From an optimization exercise on the open Yosys and OpenROAD flow, aimed at small area, a short achievable clock period and few clock cycles; shortcuts taken in it are not production practice. No activity file was given, so power comes from the tool's default toggle rates.

==> maple: inputs <==
// fc_layer_seq
module fc_layer_seq #(
  parameter int unsigned WIDTH      = ml_pkg::DefWidth,
  parameter int unsigned FRAC_BITS  = ml_pkg::DefFracBits,
  parameter int unsigned IN_LENGTH  = 16,
  parameter int unsigned OUT_LENGTH = 16
) (
  input  logic                                   clk,
  input  logic                                   rst_n,
  input  logic                                   in_valid,
  output logic                                   in_ready,
  input  logic [IN_LENGTH*WIDTH-1:0]             inputs,
  input  logic [OUT_LENGTH*WIDTH-1:0]            biases,
  input  logic                                   relu_en,
  output logic                                   w_rd_en,
  output logic [$clog2(OUT_LENGTH*IN_LENGTH)-1:0] w_addr,
  input  logic [WIDTH-1:0]                       w_data,
  output logic                                   out_valid,
  input  logic                                   out_ready,
  output logic [OUT_LENGTH*WIDTH-1:0]            outputs,
  output logic                                   busy
);
clock: 13.0 ns
lec_check: 0
cap_margin: 20
core_area: 10 10 550 550
die_area: 0 0 560 560
slew_margin: 20
standard.sh (not shown) runs the stock make flow with config.mk's settings and CLKGATE_MAP_FILE= SYNTH_SCRIPT=/design/flow/synth_recipe.tcl, a recipe that flattens the netlist after the stock synthesis.
==> flow/flow/run.sh <==
#!/bin/bash
# Standard layout, with each tool's output in its own log.
bash standard.sh > standard.log 2>&1
==> inputs of indigo, as changes to maple <==
--- a/flow/design.v
+++ b/flow/design.v
@@ -417,10 +417,13 @@
   output logic                                   busy
 );
   localparam int unsigned W    = 32;
   localparam int unsigned N    = 16;
   localparam int unsigned AccW = 68;
+  localparam logic [1:0] PHH = 2'd0;    
+  localparam logic [1:0] PM  = 2'd1;    
+  localparam logic [1:0] PLL = 2'd2;    
   logic            idle_q;      
   logic            done_q;      
   logic            start_q;     
   logic            slow_q;      
   logic            relu_q;
@@ -433,29 +436,30 @@
   assign accept = idle_q & in_valid;
   logic [N-1:0] nzm;
   assign nzm = nz_q | {{(N-1){1'b0}}, (nz_q == '0)};
   logic [7:0]   addr_q;         
   logic [1:0]   c_q;            
+  logic [1:0]   pass_q;         
+  logic         first_q;        
   logic [N-1:0] pm_q;           
   logic         iss_q;          
   logic         rd_en_q;
-  logic         d_live_q, d_last_q;
+  logic         d_live_q, d_last_q, d_pf_q, d_pk_q;
   logic [3:0]   d_i_q, d_o_q;
   logic [1:0]   d_c_q;
-  logic         m_valid_q, m_last_q;
+  logic         m_valid_q, m_last_q, m_pf_q, m_pk_q;
   logic [3:0]   m_o_q;
-  logic [1:0]   m_c_q;
-  logic [17:0] m_w_q;
-  logic [9:0]  m_one_q, m_two_q, m_neg_q;    
+  logic [17:0]  m_w_q;
+  logic [9:0]   m_one_q, m_two_q, m_neg_q;    
   logic         m_wbig_q;
-  logic         a_valid_q, a_last_q;
-  logic [1:0]   a_sh_q;
-  logic [AccW-1:0] a_s_q, a_c_q;           
-  logic signed [AccW-1:0] acc_q;
+  logic         a_valid_q, a_last_q, a_pf_q, a_pk_q;
+  logic [AccW-1:0] a_s_q, a_c_q;            
+  logic [AccW-1:0] acc_q;
   logic         init_q;         
+  logic         f_q;            
   logic [N-1:0] pm_c;
-  logic         adv_i;
+  logic         sub;
   logic         last_c;
   logic         restart;
   logic [3:0]   restart_o;
   logic [N-1:0] pm_low, nzm_low;
   logic [3:0]   pm_low_idx, nzm_low_idx;
@@ -465,14 +469,17 @@
     for (int k = 0; k < N; k++) begin
       if (oh[k]) r = r | 4'(k);
     end
     enc16 = r;
   endfunction
+  function automatic logic [1:0] pass_chunks(input logic [1:0] p);
+    pass_chunks = (p == PHH) ? 2'b11 : (p == PM) ? 2'b01 : 2'b00;
+  endfunction
   always_comb begin
     pm_c        = start_q ? (nzm & ~16'h0003) : pm_q;
-    adv_i       = !slow_q || (c_q == 2'd3);
-    last_c      = (pm_c == '0) && adv_i;
+    sub         = slow_q && (pass_q == PM) && (c_q == 2'b01);
+    last_c      = (pm_c == '0) && (pass_q == PLL);
     pm_low      = pm_c & (~pm_c + 16'd1);
     nzm_low     = nzm & (~nzm + 16'd1);
     pm_low_idx  = enc16(pm_low);
     nzm_low_idx = enc16(nzm_low);
   end
@@ -492,42 +499,44 @@
       m_valid_q <= 1'b0;
       m_last_q  <= 1'b0;
       a_valid_q <= 1'b0;
       a_last_q  <= 1'b0;
       init_q    <= 1'b1;
+      f_q       <= 1'b0;
       fcnt_q    <= '0;
     end else begin
       start_q <= accept;
+      rd_en_q <= 1'b1;
       if (idle_q) begin
         if (in_valid) idle_q <= 1'b0;
       end else if (done_q) begin
         if (out_ready) begin
           done_q <= 1'b0;
           idle_q <= 1'b1;
         end
-      end else if (a_last_q && fcnt_q == 4'd15) begin
+      end else if (f_q && fcnt_q == 4'd15) begin
         done_q <= 1'b1;
       end
       d_live_q <= 1'b0;
       d_last_q <= 1'b0;
       if (idle_q) begin
-        slow_q  <= 1'b0;
-        rd_en_q <= 1'b1;
-        addr_q  <= accept ? 8'd1 : 8'd0;
-        iss_q   <= accept;
+        slow_q   <= 1'b0;
+        addr_q   <= accept ? 8'd1 : 8'd0;
+        iss_q    <= accept;
         d_live_q <= accept;
       end else if (restart) begin
-        slow_q  <= 1'b1;
-        iss_q   <= 1'b1;
-        rd_en_q <= 1'b1;
-        addr_q  <= {restart_o, nzm_low_idx};
+        slow_q <= 1'b1;
+        iss_q  <= 1'b1;
+        addr_q <= {restart_o, nzm_low_idx};
       end else begin
         d_live_q <= iss_q;
         d_last_q <= iss_q && last_c;
-        if (iss_q && adv_i) begin
+        if (iss_q && !sub) begin
           if (pm_c != '0) begin
             addr_q[3:0] <= pm_low_idx;
+          end else if (slow_q && pass_q != PLL) begin
+            addr_q[3:0] <= nzm_low_idx;
           end else if (addr_q[7:4] != 4'd15) begin
             addr_q <= {addr_q[7:4] + 4'd1, nzm_low_idx};
           end else begin
             iss_q  <= 1'b0;
             addr_q <= '0;
@@ -541,25 +550,27 @@
       if (accept || restart) begin
         init_q <= 1'b1;
       end else if (a_valid_q || a_last_q) begin
         init_q <= a_last_q;
       end
+      f_q <= a_last_q;
       if (accept) begin
         fcnt_q <= '0;
-      end else if (a_last_q) begin
+      end else if (f_q) begin
         fcnt_q <= fcnt_q + 4'd1;
       end
     end
   end
   logic [W-1:0]       x_sel;
-  logic signed [17:0] w_op;
-  logic signed [18:0] x_op;
-  logic [AccW-1:0]    prod_s, prod_c;
+  logic [17:0]        w_op;
+  logic [18:0]        x_op;
   logic [20:0]        xe;
+  logic               d_valid;
   logic [9:0]         one_d, two_d, neg_d;
-  logic [AccW-1:0]    ps, pc;
-  logic signed [AccW-1:0] base, acc_d;
+  logic [AccW-1:0]    prod_s, prod_c;
+  logic [W-1:0]       b_cur;
+  logic [AccW-1:0]    base, acc_d;
   logic [W-1:0]       fin;
   logic               in_range;
   always_comb begin
     x_sel = x_q[d_i_q*W +: W];
     if (!slow_q) begin
@@ -567,15 +578,16 @@
       x_op = x_sel[18:0];
     end else begin
       w_op = d_c_q[1] ? {{2{w_data[31]}}, w_data[31:16]} : {2'b00, w_data[15:0]};
       x_op = d_c_q[0] ? {{3{x_sel[31]}}, x_sel[31:16]} : {3'b000, x_sel[15:0]};
     end
+    d_valid = d_live_q && nzm[d_i_q];
     xe = {x_op[18], x_op, 1'b0};
     for (int j = 0; j < 10; j++) begin
-      one_d[j] = xe[2*j+1] ^ xe[2*j];
-      two_d[j] = (xe[2*j+2] & ~xe[2*j+1] & ~xe[2*j]) | (~xe[2*j+2] & xe[2*j+1] & xe[2*j]);
-      neg_d[j] = xe[2*j+2];
+      one_d[j] = d_valid && (xe[2*j+1] ^ xe[2*j]);
+      two_d[j] = d_valid && ((xe[2*j+2] & ~xe[2*j+1] & ~xe[2*j]) | (~xe[2*j+2] & xe[2*j+1] & xe[2*j]));
+      neg_d[j] = d_valid && xe[2*j+2];
     end
   end
   mac_unit u_mul (
     .a_i   (m_w_q),
     .one_i (m_one_q),
@@ -583,28 +595,26 @@
     .neg_i (m_neg_q),
     .s_o   (prod_s),
     .c_o   (prod_c)
   );
   always_comb begin
-    case (a_sh_q)
-      2'd1:    begin ps = a_s_q << 16; pc = a_c_q << 16; end
-      2'd2:    begin ps = a_s_q << 32; pc = a_c_q << 32; end
-      default: begin ps = a_s_q;       pc = a_c_q;       end
-    endcase
-    if (!a_valid_q) begin
-      ps = '0;
-      pc = '0;
-    end
-    base  = init_q ? AccW'($signed({out_q[W-1:0], 16'h0000})) : acc_q;
-    acc_d = base + $signed(ps) + $signed(pc);
-    in_range = (acc_d[AccW-1:47] == '0) || (acc_d[AccW-1:47] == '1);
-    if (relu_q && acc_d[AccW-1]) begin
+    b_cur = f_q ? out_q[2*W-1:W] : out_q[W-1:0];
+    if (init_q) begin
+      base = slow_q ? AccW'($signed(b_cur[W-1:16])) : AccW'($signed({b_cur, 16'h0000}));
+    end else if (a_pf_q) begin
+      base = {acc_q[AccW-17:0], a_pk_q ? b_cur[15:0] : 16'h0000};
+    end else begin
+      base = acc_q;
+    end
+    acc_d = base + a_s_q + a_c_q;
+    in_range = (acc_q[AccW-1:47] == '0) || (acc_q[AccW-1:47] == '1);
+    if (relu_q && acc_q[AccW-1]) begin
       fin = '0;
     end else if (in_range) begin
-      fin = acc_d[47:16];
+      fin = acc_q[47:16];
     end else begin
-      fin = acc_d[AccW-1] ? 32'h8000_0000 : 32'h7FFF_FFFF;
+      fin = acc_q[AccW-1] ? 32'h8000_0000 : 32'h7FFF_FFFF;
     end
   end
   always_ff @(posedge clk) begin
     if (idle_q) begin
       x_q    <= inputs;
@@ -612,42 +622,67 @@
       relu_q <= relu_en;
       for (int k = 0; k < N; k++) begin
         nz_q[k]  <= (inputs[k*W +: W] != '0);
         xsm_q[k] <= (inputs[k*W+18 +: 14] == '0) || (inputs[k*W+18 +: 14] == '1);
       end
-    end else if (a_last_q) begin
+    end else if (f_q) begin
       out_q <= {fin, out_q[N*W-1:W]};
     end
-    if (idle_q || restart) begin
-      c_q <= '0;
+    if (idle_q) begin
+      c_q     <= 2'b00;
+      pass_q  <= PLL;
+      first_q <= 1'b0;
+    end else if (restart) begin
+      c_q     <= pass_chunks(PHH);
+      pass_q  <= PHH;
+      first_q <= 1'b0;
+      pm_q    <= nzm & ~nzm_low;
     end else if (iss_q) begin
-      c_q <= adv_i ? 2'd0 : c_q + 2'd1;
-    end
-    if (restart) begin
-      pm_q <= nzm & ~nzm_low;
-    end else if (iss_q && adv_i) begin
-      pm_q <= (pm_c != '0) ? (pm_c & ~pm_low) : (nzm & ~nzm_low);
+      if (sub) begin
+        c_q     <= 2'b10;
+        first_q <= 1'b0;
+      end else if (pm_c != '0) begin
+        c_q     <= pass_chunks(pass_q);
+        first_q <= 1'b0;
+        pm_q    <= pm_c & ~pm_low;
+      end else if (slow_q && pass_q != PLL) begin
+        c_q     <= pass_chunks(pass_q + 2'd1);
+        pass_q  <= pass_q + 2'd1;
+        first_q <= 1'b1;
+        pm_q    <= nzm & ~nzm_low;
+      end else begin
+        c_q     <= slow_q ? pass_chunks(PHH) : 2'b00;
+        pass_q  <= slow_q ? PHH : PLL;
+        first_q <= 1'b0;
+        pm_q    <= nzm & ~nzm_low;
+      end
     end
     if (idle_q) begin
-      d_i_q <= '0;
-      d_o_q <= '0;
-      d_c_q <= '0;
+      d_i_q  <= '0;
+      d_o_q  <= '0;
+      d_c_q  <= '0;
+      d_pf_q <= 1'b0;
+      d_pk_q <= 1'b0;
     end else begin
-      d_i_q <= addr_q[3:0];
-      d_o_q <= addr_q[7:4];
-      d_c_q <= c_q;
+      d_i_q  <= addr_q[3:0];
+      d_o_q  <= addr_q[7:4];
+      d_c_q  <= c_q;
+      d_pf_q <= first_q;
+      d_pk_q <= (pass_q == PM);
     end
     m_w_q    <= w_op;
     m_one_q  <= one_d;
     m_two_q  <= two_d;
     m_neg_q  <= neg_d;
     m_wbig_q <= !((w_data[31:17] == '0) || (w_data[31:17] == '1));
     m_o_q    <= d_o_q;
-    m_c_q    <= d_c_q;
+    m_pf_q   <= d_pf_q;
+    m_pk_q   <= d_pk_q;
     a_s_q  <= prod_s;
     a_c_q  <= prod_c;
-    a_sh_q <= {1'b0, m_c_q[1]} + {1'b0, m_c_q[0]};
+    a_pf_q <= m_pf_q;
+    a_pk_q <= m_pk_q;
     if (a_valid_q || a_last_q) begin
       acc_q <= acc_d;
     end
   end
   assign in_ready  = idle_q;
==> flow/flow/run.sh (replaced) <==
#!/bin/bash
# Standard layout (the standard.sh, unchanged synthesis), with repair_timing aiming at a
# tighter setup target than the clock period so the datapath gets sized for speed.
# ORFS writes each step's full log under orfs/logs/.
bash standard.sh SETUP_SLACK_MARGIN=8.6 finish > standard.log 2>&1
==> flow/config.mk (replaced) <==
export PLATFORM = sky130hd
export DESIGN_NAME = fc_layer_seq
export DESIGN_NICKNAME = fc_layer_seq
export VERILOG_FILES = /design/flow/design.v
export SDC_FILE = /design/flow/constraint.sdc
export NUM_CORES = 4
export LEC_CHECK = 0
export ABC_CLOCK_PERIOD_IN_PS = 4000
export CAP_MARGIN = 20
export CORE_AREA = 10 10 550 550
export DIE_AREA = 0 0 560 560
export SLEW_MARGIN = 20
==> results.txt <==
indigo finished with timing, DRC and antenna clean. maple completed with no timing, DRC or antenna violations.
In maple the flip-flop and latch count is lower than in indigo, by 6.
Of maple and indigo, maple has the higher clock-buffer cell count (gap 2).
In maple the cell count is lower than in indigo, by about 0.4%.
Of maple and indigo, maple has the higher sequential share of layout area (gap 0.62 points).
Between maple and indigo, the lower fmax is in maple (gap 43%, measured against indigo).
Against indigo, the combinational power of maple is higher by about 8%.
Against maple, the register-to-register slack of indigo is higher by 3.6 ns.
Between maple and indigo, the lower worst hold slack is in maple (gap 0.0011 ns).
No run of this note included a check of the RTL's function; only the layout flow was run.

## re-timing with driven ports
No port has a modelled driver above. Below, the same layouts with a new extraction and two added sets of constraints.
Step 1: set_driving_cell puts a clkbuf_16 on clk and a buf_2 on each other input, an assumption about the parent block.
Step 2 times the ports against the registers' clock, not the clock port: input delays grow and output delays shrink by t, the midpoint of the rising clock arrivals with the driver on.
a / b / c = no drivers / after step 1 / after step 2; a / b = the first two.
run	t, ns	setup slack, ns	worst hold slack (ns)	worst register clock-pin slew, ns	worst data-port slew with drivers (ns)
maple	0.928	4.668 / 4.668 / 4.668	0.326 / 0.326 / 0.326	0.08 / 0.08	0.54
indigo	0.937	8.254 / 8.254 / 7.805	0.327 / 0.327 / 0.327	0.07 / 0.07	0.48
After both steps setup and hold are still met in every run listed. For indigo, which loses most, drivers alone change the setup slack by 0.000 ns; drivers and shift together by -0.449 ns.
